Background: an optimization exercise with open tools, aiming at a short achievable clock period and few clock cycles per item. Do not read the settings as production practice. In this exercise RTL edits were held to simulation tests only and were not proved equivalent to the original. Power and IR drop assume default switching activity.

$ cat run.sh
#!/bin/bash
# synth_recipe.tcl (not shown) runs the flow's synth.tcl, then flattens the netlist and writes it again
# the make line also repeats each setting of config.mk as NAME=value (left out here)
make -C /OpenROAD-flow-scripts/flow DESIGN_CONFIG=/design/flow/config.mk WORK_HOME=/design/flow/orfs CLKGATE_MAP_FILE= SYNTH_SCRIPT=/design/flow/synth_recipe.tcl finish
$ cat config.mk
export PLATFORM = sky130hd
export DESIGN_NAME = multicast_tree_member_table_unit
export DESIGN_NICKNAME = multicast_tree_member_table_unit
export VERILOG_FILES = /design/flow/design.v
export SDC_FILE = /design/flow/constraint.sdc
export NUM_CORES = 4
export LEC_CHECK = 0
export ABC_CLOCK_PERIOD_IN_PS = 2000
export CAP_MARGIN = 20
export CORE_MARGIN = 2
export CORE_UTILIZATION = 50
export SETUP_SLACK_MARGIN = 3.4
export SLEW_MARGIN = 20
$ cat constraint.sdc
create_clock -name core_clock -period 6.0 [get_ports {clk}]
set_input_delay 1.2000 -clock core_clock [delete_from_list [all_inputs] [get_ports {clk}]]
set_output_delay 1.2000 -clock core_clock [all_outputs]
set_load 0.01 [all_outputs]
$ cat design.v
package mtmt_pkg;
    typedef logic [31:0] addr_t;
    typedef logic [9:0]  cost_t;
    typedef struct packed {
        cost_t cost;
        addr_t addr;
    } entry_t;
    typedef struct packed {
        logic shift;
        logic wr_en;
    } ring_ctl_t;
    localparam logic [2:0] ACT_LOAD   = 3'd0;
    localparam logic [2:0] ACT_TJOIN  = 3'd1;
    localparam logic [2:0] ACT_RJOIN  = 3'd2;
    localparam logic [2:0] ACT_CJOIN  = 3'd3;
    localparam logic [2:0] ACT_SEG    = 3'd4;
    localparam logic [2:0] ACT_TPRUNE = 3'd5;
    localparam logic [2:0] ACT_CPRUNE = 3'd6;
    localparam logic [2:0] ACT_DATA   = 3'd7;
    localparam logic [2:0] KIND_DONE         = 3'd0;
    localparam logic [2:0] KIND_JOIN_ROOT    = 3'd1;
    localparam logic [2:0] KIND_SEGMENT      = 3'd2;
    localparam logic [2:0] KIND_SEND_VECTOR  = 3'd3;
    localparam logic [2:0] KIND_JOIN_PARENT  = 3'd4;
    localparam logic [2:0] KIND_PRUNE_ROOT   = 3'd5;
    localparam logic [2:0] KIND_PRUNE_PARENT = 3'd6;
    localparam logic [2:0] KIND_FORWARD      = 3'd7;
    localparam logic [1:0] ST_OK      = 2'd0;
    localparam logic [1:0] ST_PRESENT = 2'd1;
    localparam logic [1:0] ST_FULL    = 2'd2;
    localparam logic [1:0] ST_IGNORED = 2'd3;
    localparam logic CFG_OWN_ADDR  = 1'b0;
    localparam logic CFG_ROOT_ADDR = 1'b1;
    localparam cost_t UNKNOWN_COST = 10'd999;
    localparam cost_t COST_MAX     = 10'd1023;
endpackage
module mtmt_cell #(
    parameter int W = 32
) (
    input  logic         clk,
    input  logic         shift,
    input  logic [W-1:0] din,
    output logic [W-1:0] q
);
    logic [W-1:0] q_reg;
    always_ff @(posedge clk)
    begin
        if (shift)
        begin
            q_reg <= din;
        end
    end
    assign q = q_reg;
endmodule
module mtmt_ring
#(
    parameter int W = 32,
    parameter int N = 16
) (
    input  logic         clk,
    input  mtmt_pkg::ring_ctl_t ctl,
    input  logic [W-1:0] wr_data,
    output logic [W-1:0] head
);
    logic [W-1:0] q [N];
    logic [W-1:0] feed;
    assign feed = ctl.wr_en ? wr_data : q[0];
    assign head = q[0];
    for (genvar i = 0; i < N; i++)
    begin : g_cell
        mtmt_cell #(.W(W)) u_cell (
            .clk   (clk),
            .shift (ctl.shift),
            .din   ((i == N - 1) ? feed : q[(i + 1) % N]),
            .q     (q[i])
        );
    end
endmodule
module multicast_tree_member_table_unit
#(
    parameter int MAX_MEMBERS = 16
) (
    input  logic         clk,
    input  logic         rst_n,
    input  logic         s_tvalid,
    output logic         s_tready,
    input  logic [47:0]  s_tdata,    
    input  logic [2:0]   s_tuser,    
    output logic         m_tvalid,
    input  logic         m_tready,
    output logic [111:0] m_tdata,    
    output logic [2:0]   m_tuser,    
    output logic         m_tlast,
    input  logic         cfg_valid,
    output logic         cfg_ready,
    input  logic         cfg_index,
    input  logic [31:0]  cfg_data
);
    localparam int N = MAX_MEMBERS;
    localparam logic [2:0] ACT_LOAD   = 3'd0;
    localparam logic [2:0] ACT_TJOIN  = 3'd1;
    localparam logic [2:0] ACT_RJOIN  = 3'd2;
    localparam logic [2:0] ACT_CJOIN  = 3'd3;
    localparam logic [2:0] ACT_SEG    = 3'd4;
    localparam logic [2:0] ACT_TPRUNE = 3'd5;
    localparam logic [2:0] ACT_CPRUNE = 3'd6;
    localparam logic [2:0] ACT_DATA   = 3'd7;
    localparam logic [2:0] KIND_DONE         = 3'd0;
    localparam logic [2:0] KIND_JOIN_ROOT    = 3'd1;
    localparam logic [2:0] KIND_SEGMENT      = 3'd2;
    localparam logic [2:0] KIND_SEND_VECTOR  = 3'd3;
    localparam logic [2:0] KIND_JOIN_PARENT  = 3'd4;
    localparam logic [2:0] KIND_PRUNE_ROOT   = 3'd5;
    localparam logic [2:0] KIND_PRUNE_PARENT = 3'd6;
    localparam logic [2:0] KIND_FORWARD      = 3'd7;
    localparam logic [1:0] ST_OK      = 2'd0;
    localparam logic [1:0] ST_PRESENT = 2'd1;
    localparam logic [1:0] ST_FULL    = 2'd2;
    localparam logic [1:0] ST_IGNORED = 2'd3;
    localparam logic [9:0] UNKNOWN_COST = 10'd999;
    localparam logic [9:0] COST_MAX     = 10'd1023;
    function automatic logic [9:0] sat_add(input logic [9:0] a, input logic [9:0] b);
        logic [9:0] g, p, gg, pp, gn, pn;
        g  = a & b;
        p  = a ^ b;
        gg = g;
        pp = p;
        for (int d = 1; d < 10; d = d * 2)
        begin
            for (int i = 0; i < 10; i++)
            begin
                if (i >= d)
                begin
                    gn[i] = gg[i] | (pp[i] & gg[i-d]);
                    pn[i] = pp[i] & pp[i-d];
                end
                else
                begin
                    gn[i] = gg[i];
                    pn[i] = pp[i];
                end
            end
            gg = gn;
            pp = pn;
        end
        sat_add = (p ^ {gg[8:0], 1'b0}) | {10{gg[9]}};
    endfunction
    logic [32*N-1:0] t_addr;                  
    logic [32*N-1:0] c_addr;                  
    logic [10*N-1:0] c_cost;                  
    logic [32*N-1:0] l_addr;                  
    logic [10*N-1:0] l_cost;                  
    logic [N-1:0]    tv, cv, lv;              
    logic [N-1:0]    t_app, c_app, l_app;     
    logic [N-1:0]    t_last, c_last;          
    logic [31:0] own_r, root_r, cur_par_r;
    logic        is_root_r, cp_is_root_r, par_zero_r;
    logic [9:0]  path_r;
    logic        not_root_r, cp_not_root_r, par_set_r;
    logic [9:0]  path_x_r;
    logic        seen_r;
    logic [31:0] seq_r;
    logic        cfg_v_r, cfg_i_r;
    logic [31:0] cfg_d_r;
    assign is_root_r    = !not_root_r;
    assign cp_is_root_r = !cp_not_root_r;
    assign par_zero_r   = !par_set_r;
    assign path_r       = path_x_r ^ UNKNOWN_COST;
    assign t_app  = ~tv & {tv[N-2:0], 1'b1};
    assign c_app  = ~cv & {cv[N-2:0], 1'b1};
    assign l_app  = ~lv & {lv[N-2:0], 1'b1};
    assign t_last = tv & ~{1'b0, tv[N-1:1]};
    assign c_last = cv & ~{1'b0, cv[N-1:1]};
    logic        is_v;
    logic        s_rdy_r;                     
    logic [2:0]  is_act;
    logic [31:0] is_a;
    logic [9:0]  is_val;
    logic        m1_v;
    logic [2:0]  m1_act;
    logic [31:0] m1_a;
    logic [9:0]  m1_val;
    logic        m2_v;
    logic [2:0]  m2_act;
    logic [31:0] m2_a;
    logic [9:0]  m2_val;
    logic [8*N-1:0] m2_pt, m2_pc, m2_pl;      
    logic        m2_eq_own, m2_eq_root, m2_eq_cp, m2_eq_zero;
    logic        m3_v;
    logic [2:0]  m3_act;
    logic [31:0] m3_a;
    logic [9:0]  m3_val;
    logic [N-1:0] m3_eqt, m3_eqc, m3_first;   
    logic [10*N-1:0] m3_lsum;                 
    logic [9:0]  m3_miss;                     
    logic [9:0]  m3_alt;                      
    logic        m3_eq_own, m3_eq_root, m3_eq_cp, m3_eq_zero;
    logic        c_v;
    logic [2:0]  c_act;
    logic [7:0]  c_onehot;                    
    logic [31:0] c_a;
    logic [9:0]  c_val;
    logic [N-1:0] c_eqt, c_eqc;
    logic        c_lk_hit;
    logic [9:0]  c_lk_cost;
    logic [9:0]  c_score;
    logic        c_eq_own, c_eq_root, c_eq_cp, c_eq_zero;
    logic        e_v;
    logic        e_ph_h, e_ph_h2, e_ph_t, e_ph_c, e_ph_c2;
    logic [N-1:0] e_idx, e_skip, e_cfirst;
    logic [N-1:0] e_rem, e_crem;              
    logic        e_cfe, e_hasc, e_rj, e_data, e_two, e_last;
    logic [2:0]  e_k1, e_k2;
    logic [31:0] e_d1, e_d2, e_s1;
    logic [1:0]  e_st;
    logic        o_v, o_last;
    logic        o_idle_r;                    
    logic [2:0]  o_kind;
    logic [31:0] o_dest, o_seg, o_seq;
    logic [9:0]  o_cost;
    logic [1:0]  o_st;
    logic e_free, pipe_adv, c_fire, e_adv, o_load;
    logic c_wait_r, c_gt, c_eq;
    assign o_load   = o_idle_r || m_tready;
    assign e_adv    = e_v && o_load;
    assign e_free   = !e_v || (e_last && o_load);
    assign pipe_adv = !c_v || (e_free && !c_wait_r);
    assign c_fire   = c_v && e_free && !c_wait_r;
    assign s_tready  = s_rdy_r;
    assign cfg_ready = 1'b1;
    assign m_tvalid  = o_v;
    assign m_tlast   = o_last;
    assign m_tuser   = o_kind;
    assign m_tdata   = {4'd0, o_seq, o_st, o_cost, o_seg, o_dest};
    logic [N-1:0] tm, cm;
    logic         thit, chit, tfull, cfull, lfull;
    logic         is_load, is_tj, is_rj, is_cj, is_seg, is_tp, is_cp, is_data;
    logic         seg_ok;
    logic         t_inc, t_dec, c_inc, c_dec, l_inc;
    logic [1:0]   st_c;
    logic [9:0]   rj_cost;
    logic         prune_out;
    logic [2:0]   cp_kind;
    logic [N-1:0] tw_oh, cw_oh, lw_oh;
    logic         tw_app, cw_app, l_app_ok, seg_commit;
    logic [31:0]  t_move;
    logic [41:0]  c_move;
    always_comb
    begin
        t_move = '0;
        c_move = '0;
        for (int i = 0; i < N; i++)
        begin
            t_move = t_move | (t_addr[32*i +: 32] & {32{t_last[i]}});
            c_move = c_move | ({c_cost[10*i +: 10], c_addr[32*i +: 32]} & {42{c_last[i]}});
        end
    end
    assign is_load = c_onehot[ACT_LOAD];
    assign is_tj   = c_onehot[ACT_TJOIN];
    assign is_rj   = c_onehot[ACT_RJOIN];
    assign is_cj   = c_onehot[ACT_CJOIN];
    assign is_seg  = c_onehot[ACT_SEG];
    assign is_tp   = c_onehot[ACT_TPRUNE];
    assign is_cp   = c_onehot[ACT_CPRUNE];
    assign is_data = c_onehot[ACT_DATA];
    assign tm    = c_eqt & tv;
    assign cm    = c_eqc & cv;
    assign thit  = |tm;
    assign chit  = |cm;
    assign tfull = tv[N-1];
    assign cfull = cv[N-1];
    assign lfull = lv[N-1];
    assign seg_ok = !c_eq_own && !c_gt && !(c_eq && !c_eq_cp);
    always_ff @(posedge clk or negedge rst_n)
    begin
        if (!rst_n)
        begin
            c_wait_r <= 1'b0;
        end
        else
        begin
            c_wait_r <= pipe_adv && m3_v && (m3_act == ACT_SEG);
        end
    end
    always_ff @(posedge clk)
    begin
        c_gt <= seg_gt(c_score, path_r);
        c_eq <= seg_eq(c_score, path_r);
    end
    assign t_inc = is_tj && !thit && !tfull;
    assign t_dec = is_tp && thit;
    assign c_inc = (is_cj || (is_rj && is_root_r)) && !chit && !cfull;
    assign c_dec = is_cp && chit;
    assign l_inc = is_load && !lfull;
    assign rj_cost = is_rj ? (c_lk_hit ? c_lk_cost : 10'd1) : 10'd1;
    assign cp_kind = cp_is_root_r ? KIND_PRUNE_ROOT : KIND_PRUNE_PARENT;
    always_comb
    begin
        logic nt0, nc0;
        st_c = ST_OK;
        unique case (c_act)
            ACT_LOAD:  st_c = lfull ? ST_FULL : ST_OK;
            ACT_TJOIN: st_c = thit ? ST_PRESENT : (tfull ? ST_FULL : ST_OK);
            ACT_RJOIN: st_c = !is_root_r ? ST_IGNORED : (chit ? ST_PRESENT : (cfull ? ST_FULL : ST_OK));
            ACT_CJOIN: st_c = chit ? ST_PRESENT : (cfull ? ST_FULL : ST_OK);
            ACT_SEG:   st_c = seg_ok ? ST_OK : ST_IGNORED;
            ACT_TPRUNE: st_c = thit ? ST_OK : ST_IGNORED;
            ACT_CPRUNE: st_c = chit ? ST_OK : ST_IGNORED;
            default:   st_c = ST_OK;
        endcase
        nt0 = is_tp ? (thit ? !tv[1] : !tv[0]) : !tv[0];
        nc0 = is_cp ? (chit ? !cv[1] : !cv[0]) : !cv[0];
        prune_out = nt0 && nc0 && !is_root_r;
    end
    assign tw_oh      = {N{c_fire}} & (is_tj ? t_app : (is_tp ? tm : '0));
    assign cw_oh      = {N{c_fire}} & ((is_cj || is_rj) ? c_app : (is_cp ? cm : '0));
    assign lw_oh      = {N{c_fire && is_load}} & l_app;
    assign tw_app     = is_tj;
    assign cw_app     = is_cj || is_rj;
    assign l_app_ok   = c_fire && l_inc;
    assign seg_commit = c_fire && is_seg && seg_ok;
    function automatic logic seg_gt(input logic [9:0] sc, input logic [9:0] p);
        seg_gt = is_root_r ? (sc != 10'd0) : (sc > p);
    endfunction
    function automatic logic seg_eq(input logic [9:0] sc, input logic [9:0] p);
        seg_eq = is_root_r ? (sc == 10'd0) : (sc == p);
    endfunction
    logic [8*N-1:0] m1_pt, m1_pc, m1_pl, m1_pt_p, m1_pc_p, m1_pl_p;
    logic [7:0]   m1_pt_last, m1_pc_last;
    logic         m1_eq_own, m1_eq_root, m1_eq_cp, m1_eq_zero, m1_eq_ca, m1_eq_cp_p;
    logic [N-1:0] m2_eqt, m2_eqc, m2_eql, m2_eqt_p, m2_eqc_p, m2_first, m2_first_p;
    logic         m2_lk_hit;
    logic [9:0]   m2_miss, m2_alt, m2_alt_next;
    logic [10*N-1:0] m2_lsum, m2_lsum_p;
    logic         m2_eq_ca, m2_eq_cp_p;
    logic [N-1:0] m3_eqt_p, m3_eqc_p;
    logic         m3_eq_ca, m3_eq_cp_p, m3_lk_hit, m3_lk_hit_p, m3_lpatch;
    logic [9:0]   m3_lk_cost, m3_lk_cost_p, m3_score_hit, m3_score, m3_score_p;
    always_comb
    begin
        m1_pt_last = '0;
        m1_pc_last = '0;
        for (int i = 0; i < N; i++)
        begin
            for (int g = 0; g < 8; g++)
            begin
                m1_pt[8*i+g] = (t_addr[32*i+4*g +: 4] == m1_a[4*g +: 4]);
                m1_pc[8*i+g] = (c_addr[32*i+4*g +: 4] == m1_a[4*g +: 4]);
                m1_pl[8*i+g] = (l_addr[32*i+4*g +: 4] == m1_a[4*g +: 4]);
            end
            m1_pt_last = m1_pt_last | (m1_pt[8*i +: 8] & {8{t_last[i]}});
            m1_pc_last = m1_pc_last | (m1_pc[8*i +: 8] & {8{c_last[i]}});
        end
        for (int i = 0; i < N; i++)
        begin
            m1_pt_p[8*i +: 8] = tw_oh[i] ? (tw_app ? {8{m1_eq_ca}} : m1_pt_last) : m1_pt[8*i +: 8];
            m1_pc_p[8*i +: 8] = cw_oh[i] ? (cw_app ? {8{m1_eq_ca}} : m1_pc_last) : m1_pc[8*i +: 8];
            m1_pl_p[8*i +: 8] = lw_oh[i] ? {8{m1_eq_ca}} : m1_pl[8*i +: 8];
        end
    end
    assign m1_eq_own  = (m1_a == own_r);
    assign m1_eq_root = (m1_a == root_r);
    assign m1_eq_cp   = (m1_a == cur_par_r);
    assign m1_eq_zero = (m1_a == 32'd0);
    assign m1_eq_ca   = (m1_a == c_a);
    assign m1_eq_cp_p = seg_commit ? (c_eq_zero ? m1_eq_root : m1_eq_ca) : m1_eq_cp;
    always_comb
    begin
        logic [10:0]  sum;
        logic [N-1:0] lm;
        logic         seen_hit;
        for (int i = 0; i < N; i++)
        begin
            m2_eqt[i] = &m2_pt[8*i +: 8];
            m2_eqc[i] = &m2_pc[8*i +: 8];
            m2_eql[i] = &m2_pl[8*i +: 8];
        end
        sum = {1'b0, m2_val} + {1'b0, UNKNOWN_COST};
        m2_miss = sum[10] ? COST_MAX : sum[9:0];
        m2_alt  = sat_add(m2_val, c_val);
        m2_alt_next = sat_add(m2_val, m3_val);
        for (int i = 0; i < N; i++)
        begin
            m2_lsum[10*i +: 10] = sat_add(m2_val, l_cost[10*i +: 10]);
            m2_lsum_p[10*i +: 10] = lw_oh[i] ? m2_alt : m2_lsum[10*i +: 10];
        end
        lm = m2_eql & lv;
        seen_hit = 1'b0;
        for (int i = 0; i < N; i++)
        begin
            m2_first[i] = lm[i] && !seen_hit;
            seen_hit    = seen_hit || lm[i];
        end
        m2_lk_hit = |lm;
        m2_first_p = m2_lk_hit ? m2_first : (lw_oh & {N{m2_eq_ca}});
        for (int i = 0; i < N; i++)
        begin
            m2_eqt_p[i] = tw_oh[i] ? (tw_app ? m2_eq_ca : |(m2_eqt & t_last)) : m2_eqt[i];
            m2_eqc_p[i] = cw_oh[i] ? (cw_app ? m2_eq_ca : |(m2_eqc & c_last)) : m2_eqc[i];
        end
    end
    assign m2_eq_ca   = (m2_a == c_a);
    assign m2_eq_cp_p = seg_commit ? (c_eq_zero ? m2_eq_root : m2_eq_ca) : m2_eq_cp;
    always_comb
    begin
        logic [10:0]  sum;
        m3_lk_cost   = '0;
        m3_score_hit = '0;
        for (int i = 0; i < N; i++)
        begin
            m3_lk_cost   = m3_lk_cost   | (l_cost[10*i +: 10]  & {10{m3_first[i]}});
            m3_score_hit = m3_score_hit | (m3_lsum[10*i +: 10] & {10{m3_first[i]}});
        end
        m3_lk_hit = |m3_first;
        m3_score  = m3_lk_hit ? m3_score_hit : m3_miss;
        for (int i = 0; i < N; i++)
        begin
            m3_eqt_p[i] = tw_oh[i] ? (tw_app ? m3_eq_ca : |(m3_eqt & t_last)) : m3_eqt[i];
            m3_eqc_p[i] = cw_oh[i] ? (cw_app ? m3_eq_ca : |(m3_eqc & c_last)) : m3_eqc[i];
        end
    end
    assign m3_eq_ca     = (m3_a == c_a);
    assign m3_eq_cp_p   = seg_commit ? (c_eq_zero ? m3_eq_root : m3_eq_ca) : m3_eq_cp;
    assign m3_lpatch    = l_app_ok && m3_eq_ca && !m3_lk_hit;
    assign m3_lk_hit_p  = m3_lk_hit || m3_lpatch;
    assign m3_lk_cost_p = m3_lk_hit ? m3_lk_cost : c_val;
    assign m3_score_p   = m3_lpatch ? m3_alt : m3_score;
    always_ff @(posedge clk or negedge rst_n)
    begin
        if (!rst_n)
        begin
            is_v    <= 1'b0;
            s_rdy_r <= 1'b1;
            m1_v <= 1'b0;
            m2_v <= 1'b0;
            m3_v <= 1'b0;
            c_v  <= 1'b0;
        end
        else
        begin
            s_rdy_r <= !(is_v ? !pipe_adv : (s_tvalid && !pipe_adv));
            if (pipe_adv)
            begin
                m1_v <= is_v || s_tvalid;
                m2_v <= m1_v;
                m3_v <= m2_v;
                c_v  <= m3_v;
                is_v <= 1'b0;
            end
            else if (!is_v)
            begin
                is_v <= s_tvalid;
            end
        end
    end
    always_ff @(posedge clk)
    begin
        if (!is_v)
        begin
            is_act <= s_tuser;
            is_a   <= s_tdata[31:0];
            is_val <= s_tdata[41:32];
        end
        if (pipe_adv)
        begin
            m2_act     <= m1_act;
            m2_a       <= m1_a;
            m2_pt      <= m1_pt_p;
            m2_pc      <= m1_pc_p;
            m2_pl      <= m1_pl_p;
            m2_eq_own  <= m1_eq_own;
            m2_eq_root <= m1_eq_root;
            m2_eq_cp   <= m1_eq_cp_p;
            m2_eq_zero <= m1_eq_zero;
            m3_act     <= m2_act;
            m3_a       <= m2_a;
            m3_val     <= m2_val;
            m3_eqt     <= m2_eqt_p;
            m3_eqc     <= m2_eqc_p;
            m3_first   <= m2_first_p;
            m3_miss    <= m2_miss;
            m3_alt     <= m2_alt_next;
            m3_lsum    <= m2_lsum_p;
            m3_eq_own  <= m2_eq_own;
            m3_eq_root <= m2_eq_root;
            m3_eq_cp   <= m2_eq_cp_p;
            m3_eq_zero <= m2_eq_zero;
            c_act     <= m3_act;
            c_onehot  <= 8'd1 << m3_act;
            c_eqt     <= m3_eqt_p;
            c_eqc     <= m3_eqc_p;
            c_lk_hit  <= m3_lk_hit_p;
            c_lk_cost <= m3_lk_cost_p;
            c_score   <= m3_score_p;
            c_eq_own  <= m3_eq_own;
            c_eq_root <= m3_eq_root;
            c_eq_cp   <= m3_eq_cp_p;
            c_eq_zero <= m3_eq_zero;
        end
    end
    always_ff @(posedge clk or negedge rst_n)
    begin
        if (!rst_n)
        begin
            m1_act <= '0;
            m1_a   <= '0;
            m1_val <= '0;
            m2_val <= '0;
            c_a    <= '0;
            c_val  <= '0;
        end
        else if (pipe_adv)
        begin
            m1_act <= is_v ? is_act : s_tuser;
            m1_a   <= is_v ? is_a : s_tdata[31:0];
            m1_val <= is_v ? is_val : s_tdata[41:32];
            m2_val <= m1_val;
            c_a    <= m3_a;
            c_val  <= m3_val;
        end
    end
    always_ff @(posedge clk)
    begin
        for (int i = 0; i < N; i++)
        begin
            if (tw_oh[i])
            begin
                t_addr[32*i +: 32] <= tw_app ? c_a : t_move;
            end
            if (cw_oh[i])
            begin
                c_addr[32*i +: 32] <= cw_app ? c_a : c_move[31:0];
                c_cost[10*i +: 10] <= cw_app ? rj_cost : c_move[41:32];
            end
            if (lw_oh[i])
            begin
                l_addr[32*i +: 32] <= c_a;
                l_cost[10*i +: 10] <= c_val;
            end
        end
    end
    always_ff @(posedge clk or negedge rst_n)
    begin
        if (!rst_n)
        begin
            tv           <= '0;
            cv           <= '0;
            lv           <= '0;
            own_r        <= '0;
            root_r       <= '0;
            cur_par_r    <= '0;
            not_root_r    <= 1'b0;
            cp_not_root_r <= 1'b0;
            par_set_r     <= 1'b0;
            path_x_r      <= '0;
            seen_r       <= 1'b0;
            seq_r        <= '0;
            cfg_v_r      <= 1'b0;
        end
        else
        begin
            cfg_v_r   <= cfg_valid;
            not_root_r <= (own_r != root_r);
            if (cfg_v_r)
            begin
                if (!cfg_i_r)
                begin
                    own_r <= cfg_d_r;
                end
                else
                begin
                    root_r <= cfg_d_r;
                    if (par_zero_r)
                    begin
                        cur_par_r <= cfg_d_r;
                    end
                end
            end
            if (c_fire)
            begin
                if (t_inc)
                begin
                    tv <= {tv[N-2:0], 1'b1};
                end
                if (t_dec)
                begin
                    tv <= {1'b0, tv[N-1:1]};
                end
                if (c_inc)
                begin
                    cv <= {cv[N-2:0], 1'b1};
                end
                if (c_dec)
                begin
                    cv <= {1'b0, cv[N-1:1]};
                end
                if (l_inc)
                begin
                    lv <= {lv[N-2:0], 1'b1};
                    if (c_eq_root && !seen_r)
                    begin
                        path_x_r <= c_val ^ UNKNOWN_COST;
                        seen_r <= 1'b1;
                    end
                end
                if (is_seg && seg_ok)
                begin
                    path_x_r   <= c_score ^ UNKNOWN_COST;
                    par_set_r  <= !c_eq_zero;
                    cur_par_r  <= c_eq_zero ? root_r : c_a;
                end
                if (is_data)
                begin
                    seq_r <= seq_r + 32'd1;
                end
            end
            if (seg_commit)
            begin
                cp_not_root_r <= !(c_eq_zero || c_eq_root);
            end
            else
            begin
                cp_not_root_r <= (cur_par_r != root_r);
            end
        end
    end
    always_ff @(posedge clk)
    begin
        cfg_i_r <= cfg_index;
        cfg_d_r <= cfg_data;
    end
    logic [31:0] r_t_sel, r_c_sel;
    logic [9:0]  r_c_cost;
    logic [2:0]  r_kind;
    logic [31:0] r_dest, r_seg, r_seq;
    logic [9:0]  r_cost;
    logic [31:0] t_pre, t_n1;
    logic [41:0] c_pre, c_n1, c_n2, c_0, c_1;
    assign c_0 = {c_cost[9:0], c_addr[31:0]};
    assign c_1 = {c_cost[19:10], c_addr[63:32]};
    always_comb
    begin
        t_n1 = '0;
        c_n1 = '0;
        c_n2 = '0;
        for (int i = 0; i < N - 1; i++)
        begin
            t_n1 = t_n1 | (t_addr[32*(i+1) +: 32] & {32{e_idx[i]}});
            c_n1 = c_n1 | ({c_cost[10*(i+1) +: 10], c_addr[32*(i+1) +: 32]} & {42{e_idx[i]}});
        end
        for (int i = 0; i < N - 2; i++)
        begin
            c_n2 = c_n2 | ({c_cost[10*(i+2) +: 10], c_addr[32*(i+2) +: 32]} & {42{e_idx[i]}});
        end
    end
    always_comb
    begin
        r_t_sel  = t_pre;
        r_c_sel  = c_pre[31:0];
        r_c_cost = c_pre[41:32];
        r_kind = e_ph_h  ? e_k1 :
                 e_ph_h2 ? e_k2 :
                 e_ph_t  ? KIND_FORWARD :
                 e_ph_c  ? (e_rj ? KIND_SEGMENT : KIND_FORWARD) : KIND_SEND_VECTOR;
        r_dest = e_ph_h  ? e_d1 :
                 e_ph_h2 ? e_d2 :
                 e_ph_t  ? r_t_sel :
                 ((e_ph_c && !e_rj) || e_ph_c2) ? r_c_sel : 32'd0;
        r_seg  = e_ph_h ? e_s1 : ((e_ph_c && e_rj) ? r_c_sel : 32'd0);
        r_cost = (e_ph_c && e_rj) ? r_c_cost : 10'd0;
        r_seq  = e_data ? seq_r : 32'd0;
    end
    logic         p_ph_h, p_ph_t, p_ph_c;
    logic [N-1:0] p_idx, p_skip, p_cfirst, p_rem, p_crem;
    logic         p_cfe, p_hasc, p_rj, p_data, p_two, p_last;
    logic [2:0]   p_k1, p_k2;
    logic [31:0]  p_d1, p_d2, p_s1;
    always_comb
    begin
        logic has_t, has_c;
        p_ph_h   = 1'b1;
        p_ph_t   = 1'b0;
        p_ph_c   = 1'b0;
        p_idx    = {{(N-1){1'b0}}, 1'b1};
        p_skip   = cm;
        p_cfirst = cm[0] ? {{(N-2){1'b0}}, 2'b10} : {{(N-1){1'b0}}, 1'b1};
        p_crem   = chit ? {1'b0, cv[N-1:1]} : cv;
        p_cfe    = !p_crem[1];
        p_rem    = tv;
        has_t    = tv[0];
        has_c    = cv[0] && !(chit && !cv[1]);
        p_hasc   = has_c;
        p_rj     = 1'b0;
        p_data   = 1'b0;
        p_two    = 1'b0;
        p_last   = 1'b1;
        p_k1     = KIND_DONE;
        p_k2     = cp_kind;
        p_d1     = '0;
        p_d2     = cur_par_r;
        p_s1     = '0;
        unique case (c_act)
            ACT_TJOIN:
            begin
                p_k1 = KIND_JOIN_ROOT;
                p_d1 = root_r;
            end
            ACT_RJOIN:
            begin
                if (is_root_r)
                begin
                    p_k1   = KIND_SEGMENT;
                    p_s1   = own_r;
                    p_rj   = 1'b1;
                    p_last = 1'b0;
                    p_skip = '0;
                end
            end
            ACT_SEG:
            begin
                if (seg_ok && !c_eq_cp)
                begin
                    p_k1   = KIND_JOIN_PARENT;
                    p_d1   = c_a;
                    p_two  = 1'b1;
                    p_last = 1'b0;
                end
            end
            ACT_TPRUNE, ACT_CPRUNE:
            begin
                if (prune_out)
                begin
                    p_k1 = cp_kind;
                    p_d1 = cur_par_r;
                end
            end
            ACT_DATA:
            begin
                p_data = 1'b1;
                if (has_t)
                begin
                    p_ph_h = 1'b0;
                    p_ph_t = 1'b1;
                    p_last = !tv[1] && !has_c;
                end
                else if (has_c)
                begin
                    p_ph_h = 1'b0;
                    p_ph_c = 1'b1;
                    p_idx  = p_cfirst;
                    p_rem  = p_crem;
                    p_last = p_cfe;
                end
            end
            default:
            begin
            end
        endcase
    end
    logic [N-1:0] e_cnext, e_tnext;
    logic         e_at_end;
    assign e_tnext  = {e_idx[N-2:0], 1'b0};
    assign e_cnext  = |(e_tnext & e_skip) ? {e_idx[N-3:0], 2'b00} : e_tnext;
    assign e_at_end = !e_rem[1];
    always_ff @(posedge clk or negedge rst_n)
    begin
        if (!rst_n)
        begin
            e_v <= 1'b0;
        end
        else
        begin
            if (c_fire)
            begin
                e_v <= 1'b1;
            end
            else if (e_adv && e_last)
            begin
                e_v <= 1'b0;
            end
        end
    end
    always_ff @(posedge clk)
    begin
        if (c_fire)
        begin
            t_pre    <= t_addr[31:0];
            c_pre    <= p_cfirst[1] ? c_1 : c_0;
            e_ph_h   <= p_ph_h;
            e_ph_h2  <= 1'b0;
            e_ph_t   <= p_ph_t;
            e_ph_c   <= p_ph_c;
            e_ph_c2  <= 1'b0;
            e_idx    <= p_idx;
            e_rem    <= p_rem;
            e_crem   <= p_crem;
            e_skip   <= p_skip;
            e_cfirst <= p_cfirst;
            e_cfe    <= p_cfe;
            e_hasc   <= p_hasc;
            e_rj     <= p_rj;
            e_data   <= p_data;
            e_two    <= p_two;
            e_last   <= p_last;
            e_k1     <= p_k1;
            e_k2     <= p_k2;
            e_d1     <= p_d1;
            e_d2     <= p_d2;
            e_s1     <= p_s1;
            e_st     <= st_c;
        end
        else if (e_adv && !e_last)
        begin
            if (e_ph_h)
            begin
                e_ph_h <= 1'b0;
                if (e_two)
                begin
                    e_ph_h2 <= 1'b1;
                    e_last  <= 1'b1;
                end
                else
                begin
                    e_ph_c <= 1'b1;
                    e_idx  <= {{(N-1){1'b0}}, 1'b1};
                    e_rem  <= cv;
                    e_last <= 1'b0;
                    c_pre  <= c_0;
                end
            end
            else if (e_ph_t)
            begin
                if (e_at_end)
                begin
                    e_ph_t <= 1'b0;
                    e_ph_c <= 1'b1;
                    e_idx  <= e_cfirst;
                    e_rem  <= e_crem;
                    e_last <= e_cfe;
                    c_pre  <= e_cfirst[1] ? c_1 : c_0;
                end
                else
                begin
                    e_idx  <= e_tnext;
                    e_rem  <= {1'b0, e_rem[N-1:1]};
                    e_last <= !e_hasc && !e_rem[2];
                    t_pre  <= t_n1;
                end
            end
            else if (e_ph_c)
            begin
                if (e_at_end)
                begin
                    e_ph_c  <= 1'b0;
                    e_ph_c2 <= 1'b1;
                    e_idx   <= {{(N-1){1'b0}}, 1'b1};
                    e_rem   <= cv;
                    e_last  <= !cv[1];
                    c_pre   <= c_0;
                end
                else
                begin
                    e_idx  <= e_cnext;
                    e_rem  <= {1'b0, e_rem[N-1:1]};
                    e_last <= !e_rj && !e_rem[2];
                    c_pre  <= |(e_tnext & e_skip) ? c_n2 : c_n1;
                end
            end
            else
            begin
                e_idx  <= e_tnext;
                e_rem  <= {1'b0, e_rem[N-1:1]};
                e_last <= !e_rem[2];
                c_pre  <= c_n1;
            end
        end
    end
    always_ff @(posedge clk or negedge rst_n)
    begin
        if (!rst_n)
        begin
            o_v    <= 1'b0;
            o_idle_r <= 1'b1;
            o_last <= 1'b0;
            o_kind <= '0;
            o_dest <= '0;
            o_seg  <= '0;
            o_cost <= '0;
            o_st   <= '0;
            o_seq  <= '0;
        end
        else if (o_load)
        begin
            o_v    <= e_v;
            o_idle_r <= !e_v;
            o_last <= e_last;
            o_kind <= r_kind;
            o_dest <= r_dest;
            o_seg  <= r_seg;
            o_cost <= r_cost;
            o_st   <= e_st;
            o_seq  <= r_seq;
        end
    end
endmodule
==> impl_metrics.toml <==
[critical_path]
criticalPathCategory = "flip-flop to flip-flop"
crit_path_end_kind = "flip-flop"
cp_max_fo = 16
worstPathBufferInverterCount = 6
startpoint_type = "flip-flop"
critPathMaxStageDelay_ns = 0.49
crit_chain = "buf_12, buf_8, xnor2_2, nand4_1, nor4_4, buf_12, a21o_4, buf_12, buf_8, o31ai_4, buf_12, mux2i_1"
arrival_ns = 3.70
cp_top_family = "buffers and inverters"
slowest_stage = "dfrtp_4"
path_depth = 12
crit_required_ns = 6.80
crit_top_cell = "buf_12"
rr_worst_depth = 12

[yosys]
synth.avg_cell_area_um2 = 12.9
synthAdderAreaFrac_pct = 1.67
synth_top_family_by_area = "compound AO/OA/AOI/OAI gates"
postSynthCellCount = 12800
yosys.cell_types.count = 92
yosysSeqAreaShare_pct = 59.3
synth_edf_count = 2872
synth-main-ff-cell = "edfxtp_1"
synth.area.mux_share_pct = 2.94
synth-compound-area-share_pct = 15.3
async_flop_share_pct = 12.2
ys_warn_count = 1
netlist_area_um2 = 166000
ys_seq_elements = 3364
synth_xor_xnor_area_share_pct = 10.4
yosys.area_share.simple_pct = 7.13

[global_routing]
global_route.usage.met1_pct = 60.3
grt_busiest_layer = "met2"
grt_use_total_pct = 47.7
met2_usage_pct = 65.9
antenna_found_initial = 62
grt_max_degree = 203
grt_pass1_vias = 128000
grt_pass1_wl_mm = 1090
grt_overflow = 0
use_met3_pct = 17.9

[routing]
drc = 0
ant_nets = 0
num_vias = 138000
wl_per_cell_um = 45.0
routed_wl_mm = 829
vias_per_cell = 7.47
firstDrtPassIters = 17
drt_iter0_markers = 26600

[sta]
fin_crit_ns = 2.90
fin_tns_setup_ns = 0
finClkSkew_ns = 0.0936
timing.fmax_mhz = 345
rsz0062_at_grt = "yes"
max_slew_margin_pct = 19.3
hold_viol_final = 0
setup_violations = 0
drv_slew = 0
tightest_slew_ns = 1.20
timing.final.crit_share_pct = 48.3

[floorplan]
fp.dieH_um = 579
die-width_um = 579
pin_count = 208
core-area_um2 = 330000
num_rows = 211
dieArea_um2 = 336000
start_util_pct = 50.2

[layout]
mostFrequentLayoutCell = "edfxtp_1"
fin_area_um2 = 202000
fin_nets = 14000
drive_gt1_share_pct = 23.3
final_cell_mix = "2872 x edfxtp_1, 955 x xor2_1, 953 x a22oi_1"
areaGrowthSynthToFinish_pct = 21.8

[clock_tree]
cts_buffers = 367
clock-sinks = 3364
cts_tree = "built"
path_clk_slew_ns = 0.06
clock_path_buffers = 4
cts-root-buf = "clkbuf_16"
hold_buffers = 0
insertion_delay_ns = 1.02
ctsHtreeMaxLevel = 5

[min_path]
hold_path_class = "primary input to async pin"

[place]
placed_area_um2 = 174000
gp_congestion = 1.03
port_buffers = 196
dp_hpwl_mm = 492

[power]
p_per_area_nw_per_um2 = 677
leakagePower_uw = 0.0710
ir_worst_vdd_mv = 0.706

[flow_run]
max-cap-violations = 0

[run_status]
status = "finished clean"
[layout make-up]
| class | instances | area (um^2) |
|---|---|---|
| flip-flops and latches | 3364 | 98400 |
| diodes | 57 | 143 |
| multi-input cells | 8358 | 68000 |
| clock inverters | 171 | 1790 |
| repair inverters | 2 | 25.0 |
| inverters | 160 | 883 |
| fillers | 25500 | 128000 |
| well taps | 4366 | 5460 |
| clock buffers | 509 | 10300 |
| repair buffers | 1427 | 16600 |
[cell usage after synthesis, types with 40 or more instances]
library cell  instances  area (um^2)
a211oi_1             60          450
a21o_1               40          300
a21oi_1             148          741
a221oi_1            461         4040
a222oi_1             85          851
a22o_1              362         3170
a22oi_1            1093         8210
a31oi_1             121          757
a41o_1              122         1220
and2_1               41          257
and3_1               92          576
buf_1                93          349
buf_2               195          976
buf_4                59          443
buf_6                90         1010
clkbuf_1            552         2070
dfrtp_1             408        10200
dfxtp_1              82         1640
edfxtp_1           2872        86200
ha_1                192         2400
inv_1               141          529
mux2_2              275         3100
mux2i_1             177         1770
nand2_1             724         2720
nand2b_1             55          344
nand3_1             111          556
nand4_1             407         2550
nor2_1              461         1730
nor2b_1              83          519
nor3_1              126          631
nor4_1              191         1190
o21ai_0             341         1710
o21ai_1              58          290
o22ai_1             111          694
xnor2_1             963         8430
xor2_1              997         8730
[repair_timing]
action	4_1_cts	5_1_grt
gates cloned	62	25
pin swaps	275	197
gates resized for setup	1873	544
setup buffers	490	139
endpoints found under the setup margin	5020	2209
[metal layers]
layer | share of wire (%) | vias up
met5 | 0.044 | -
met4 | 9.9 | 46
met3 | 16 | 3846
met2 | 40 | 13600
met1 | 34 | 68100
li1 | - | 52000
[sequential cells by signal, summed over array words and instances, names as in the netlist, 42 cells and up]
register and cells:
c_addr 512, l_addr 512, t_addr 512, c_cost 160, l_cost 160, m3_lsum 160, m2_pc 128, m2_pl 128
m2_pt 128, c_pre 42
[through the flow]
| stage | util [%] | setup WS (ns) | std cells | total power, uW | hold WS, ns |
|---|---|---|---|---|---|
| after floorplan | - | 1.99 | 12900 | 70600 | 0.400 |
| after CTS | 59.9 | 3.06 | 18200 | 129000 | 0.127 |
| after global routing | 61.1 | 3.09 | 18400 | 138000 | 0.163 |
| after detailed placement | 52.6 | 1.03 | 17000 | 95300 | 0.406 |
| final | 61.1 | 3.10 | 18400 | 137000 | 0.138 |
| after global placement | 52.6 | 1.02 | 17000 | 94700 | 0.412 |
[path summary, 6_finish.rpt]
kind                                     start                      to  slack [ns]
setup reg to reg           m1_a[5]$_DFFE_PN0P_     m2_pc[63]$_DFFE_PP_        3.10
hold / removal                           rst_n  o_dest[26]$_DFFE_PN0N_        0.14
setup / recovery           m1_a[5]$_DFFE_PN0P_     m2_pc[63]$_DFFE_PP_        3.10
max in group asynchronous                rst_n    m1_a[21]$_DFFE_PN0P_        4.29
hold reg to reg            m3_eq_own$_DFFE_PP_      c_eq_own$_DFFE_PP_        0.42
min in group core_clock    m3_eq_own$_DFFE_PP_      c_eq_own$_DFFE_PP_        0.42
[kinds of logic (layout without fill, tap and decap cells)]
logic type / after synthesis / after routing
other: 2 / 64
adder cells (fa/ha/maj): 210 / 210
buffers and inverters: 1150 / 2269
XOR/XNOR: 1960 / 1960
AO/OA/AOI/OAI: 3330 / 3344
multiplexers: 452 / 452
flip-flops: 3364 / 3364
AND/OR/NAND/NOR: 2378 / 2385
[power by group]
part / switching [uW] / internal [uW] / total (uW)
clock: 10000 / 13400 / 23400
sequential: 5880 / 36900 / 42800
combinational: 46700 / 23700 / 70400
Testbench counts, summed over its fixed seeds: cycles 22,034, items 2,624.

port drivers added, routing unchanged:
How much do the figures lean on ideal ports? The routed layout below was timed once more, with nothing changed but the port constraints.
Step 1 (the two cells are an assumption about what drives the block):
set clk [get_ports {clk}]
set_driving_cell -lib_cell sky130_fd_sc_hd__clkbuf_16 $clk
set_driving_cell -lib_cell sky130_fd_sc_hd__buf_2 [delete_from_list [all_inputs] $clk]
Step 2 also shifts input and output timing later by t, the mid clock arrival at the registers, as if the neighbouring blocks saw the same clock.
Three values: ideal, step 1, step 2; two values: the first two.
t, ns: 1.084
setup WS [ns]: 3.102 / 3.014 / 2.188
worst setup path at the end: input to register
slew at the worst register clock pin (ns): 0.07 / 0.07
After both steps setup and hold are still met in this run. For this run, drivers alone change the setup slack by -0.088 ns; drivers and shift together by -0.914 ns.
